From an optimization exercise on the open Yosys and OpenROAD flow, aimed at small area, a short achievable clock period and few clock cycles; shortcuts taken in it are not production practice.
Power and IR drop assume default switching activity.

== the baseline ==
## keyword_source_lexer
module keyword_source_lexer #(
   parameter int MAX_TEXT_LEN = 65536
) (
   input  wire logic         clock,
   input  wire logic         reset,
   input  wire logic         req_valid,
   output logic             req_stall,
   input  wire logic [8:0]   req_data,
   output logic             rsp_valid,
   input  wire logic         rsp_stall,
   output logic [45:0]      rsp_data,
   input  wire logic         csr_we,
   input  wire logic [16:0]  csr_wdata
);
   logic         room;
   logic         push;
   logic [45:0]  push_w;
   ksl_front u_front (
      .clock     (clock),
      .reset     (reset),
      .req_valid (req_valid),
      .req_stall (req_stall),
      .req_data  (req_data),
      .csr_we    (csr_we),
      .csr_wdata (csr_wdata),
      .room      (room),
      .last_index(rsp_data[39:24]),
      .push      (push),
      .push_w    (push_w)
   );
   ksl_tokq u_tokq (
      .clock     (clock),
      .reset     (reset),
      .push      (push),
      .push_w    (push_w),
      .room      (room),
      .rsp_valid (rsp_valid),
      .rsp_stall (rsp_stall),
      .rsp_data  (rsp_data)
   );
endmodule
Size in the first run: roughly 150 flip-flops, roughly 12000 um^2 of cells after synthesis.
export LEC_CHECK = 0
export ABC_AREA = 1
export CAP_MARGIN = 20
export CORE_MARGIN = 2
export CORE_UTILIZATION = 40
export CTS_BUF_LIST = sky130_fd_sc_hd__clkbuf_8
export SETUP_SLACK_MARGIN = 5
export SLEW_MARGIN = 20
create_clock -name core_clock -period 8.5 [get_ports {clock}]
standard.sh (not shown) runs the stock make flow with config.mk's settings and CLKGATE_MAP_FILE= SYNTH_SCRIPT=/design/flow/synth_recipe.tcl, a recipe that flattens the netlist after the stock synthesis.
==> flow/flow/run.sh <==
#!/bin/bash
# The standard layout, with the smallest buffer on each port instead of the
# default delay-cell buffer; repair still resizes port buffers where timing needs it
set -euo pipefail
export BUFFER_PORTS_ARGS="-buffer_cell sky130_fd_sc_hd__buf_1"
bash standard.sh finish > standard_finish.log 2>&1
The inputs of the candidate differ from those of the baseline as listed below.
--- a/flow/design.v
+++ b/flow/design.v
@@ -634,25 +634,25 @@
                mode_in  = LM_STRING;
             end else if (cl[CL_PEND]) begin
                mode_in  = LM_PEND;
             end else if (cl[CL_OP]) begin
                emit    = 1'b1;
                w_kind  = c_kind;
                w_start = pos_ff[15:0];
                w_len   = 6'd1;
             end
          end
       end
       w_last = !split;
-      step   = in_v && (room || !emit);
+      step   = in_v && room;
       take   = step && !split;
       push   = in_v && emit && room;
    end
    assign push_w    = {w_kind, cnt, w_start, w_len, w_ovf, w_last};
    logic  tok_cont;
    assign tok_cont = ((mode_ff == LM_IDENT) && cl[CL_WORD]) || ((mode_ff == LM_NUMBER) && cl[CL_DIGIT]) ||
                      ((mode_ff == LM_STRING) && !cl[CL_QUOTE]);
    always_comb begin
       pend_in  = c_pend;
       star_in  = (mode_ff == LM_BLOCK) && cl[CL_STAR];
       start_in = pos_ff[15:0];
       len_in   = cl[CL_QUOTE] ? 6'd0 : 6'd1;
@@ -667,40 +667,54 @@
       if (mode_ff == LM_IDENT) begin
          kw_in  = kw_hit ? kw_ff : kw_a[9:5];
          kwe_in = kw_hit ? ((len_ff[5:4] == 2'b00) ? kw_exp({kw_ff, len_ff[3:0]}) : 5'd0) : kw_a[4:0];
       end
       if (pos_ff[16]) begin
          pend_in  = pend_ff;
          start_in = start_ff;
          len_in   = len_ff;
          kw_in    = kw_ff;
          kwe_in   = kwe_ff;
       end
    end
+   logic  in_v_in, b_v_in, eot_in, stall_ff;
    assign load_a    = !in_v || take;
    assign src       = b_v ? b_data : req_data;
-   assign req_stall = b_v || (in_v && eot);
+   assign req_stall = stall_ff;
+   always_comb begin
+      in_v_in = in_v;
+      b_v_in  = b_v;
+      eot_in  = eot;
+      if (load_a) begin
+         in_v_in = b_v || (req_valid && !req_stall);
+         b_v_in  = 1'b0;
+         eot_in  = src[0];
+      end else if (req_valid && !req_stall) begin
+         b_v_in  = 1'b1;
+      end
+   end
    always_ff @(posedge clock) begin
       if (reset) begin
-         in_v <= 1'b0;
-         b_v  <= 1'b0;
-      end else if (load_a) begin
-         in_v <= b_v || (req_valid && !req_stall);
-         b_v  <= 1'b0;
-      end else if (req_valid && !req_stall) begin
-         b_v  <= 1'b1;
+         in_v     <= 1'b0;
+         b_v      <= 1'b0;
+         stall_ff <= 1'b0;
+      end else begin
+         in_v     <= in_v_in;
+         b_v      <= b_v_in;
+         stall_ff <= b_v_in || (in_v_in && eot_in);
       end
+      eot <= eot_in;
       if (load_a) begin
-         {c, eot} <= src;
-         cc       <= class_code(src[8:1]);
+         c  <= src[8:1];
+         cc <= class_code(src[8:1]);
       end
       if (!req_stall) begin
          b_data <= req_data;
       end
    end
    always_comb begin
       zero_in = zero_ff;
       ovf_in  = ovf_ff;
       near_in = near_ff;
       far_in  = far_ff;
       if (push && w_end) begin
          zero_in = 1'b1;
@@ -710,42 +724,40 @@
       end else if (push) begin
          zero_in = 1'b0;
          ovf_in  = near_ff;
          near_in = far_ff;
          far_in  = zero_ff ? (cap4_ff == 16'hffff) : (last_index == cap4_ff);
       end else if (csr_we && !in_v && !b_v) begin
          ovf_in  = w_cap0;
          near_in = w_cap1;
          far_in  = w_cap2;
       end
    end
    always_ff @(posedge clock) begin
+      if (step || reset) begin
+         mode_ff <= mode_in & {3{!reset}};
+         pos_ff  <= pos_in & {17{!reset}};
+      end
       if (reset) begin
-         mode_ff <= LM_IDLE;
-         pos_ff  <= '0;
          zero_ff <= 1'b1;
          ovf_ff  <= 1'b0;
          near_ff <= 1'b0;
          far_ff  <= 1'b0;
          cap4_ff <= 16'd1019;
       end else begin
          if (csr_we) cap4_ff <= cap4_w;
          zero_ff <= zero_in;
          ovf_ff  <= ovf_in;
          near_ff <= near_in;
          far_ff  <= far_in;
-         if (step) begin
-            mode_ff <= mode_in;
-            pos_ff  <= pos_in;
-         end
       end
    end
    always_ff @(posedge clock) begin
       if (step) begin
          pend_ff  <= pend_in;
          star_ff  <= star_in;
          start_ff <= start_in;
          len_ff   <= len_in;
          kw_ff    <= kw_in;
          kwe_ff   <= kwe_in;
       end
    end
==> run notes <==
The candidate contains fewer vias than the baseline. The candidate: portion of the clock cycle consumed by the worst path in the final layout is 0.79 points higher than what the baseline reported. The candidate vs. the baseline: sequential share of power dropped 2.3 points; power drawn by the clock network did not really move; total power consumption of the routed design went up by about 23%; synthesized area lost about 2%; core utilization up 0.79 points. Re CTS sink count: the baseline and the candidate aren't equal, and the higher value belongs to the candidate. The die outline height reported for the candidate is smaller than that of the baseline by 1.8 um. Diff the baseline -> the candidate: distinct cell type count of the synthesized netlist shrank by 9; sequential element share of the synthesized area now sits higher.
No functional check of the RTL was part of any run of this note.

## what the ideal ports hide
Ports are ideal in the flow. The routed layouts listed here were re-timed in OpenROAD.
Step 1, drivers: a clkbuf_16 drives clock and a buf_2 each remaining input, both assumed.
Step 2 moves the port delays by t, midway between the first and last clock arrival at a register: inputs arrive t later, outputs are due t later. That takes back most of the time a late clock gives input paths.
Three values: no drivers, after step 1, after step 2; two values: the first two.
| run | t (ns) | setup slack, ns | worst data-port slew with drivers (ns) | pins driven straight from the clock port |
|---|---|---|---|---|
| the baseline | 0.497 | 5.158 / 5.158 / 4.689 | 0.04 | 1 |
| the candidate | 0.493 | 5.090 / 5.096 / 4.603 | 0.04 | 1 |
After both steps setup and hold are still met in every run listed. For the candidate, which loses most, drivers alone change the setup slack by +0.006 ns; drivers and shift together by -0.487 ns.
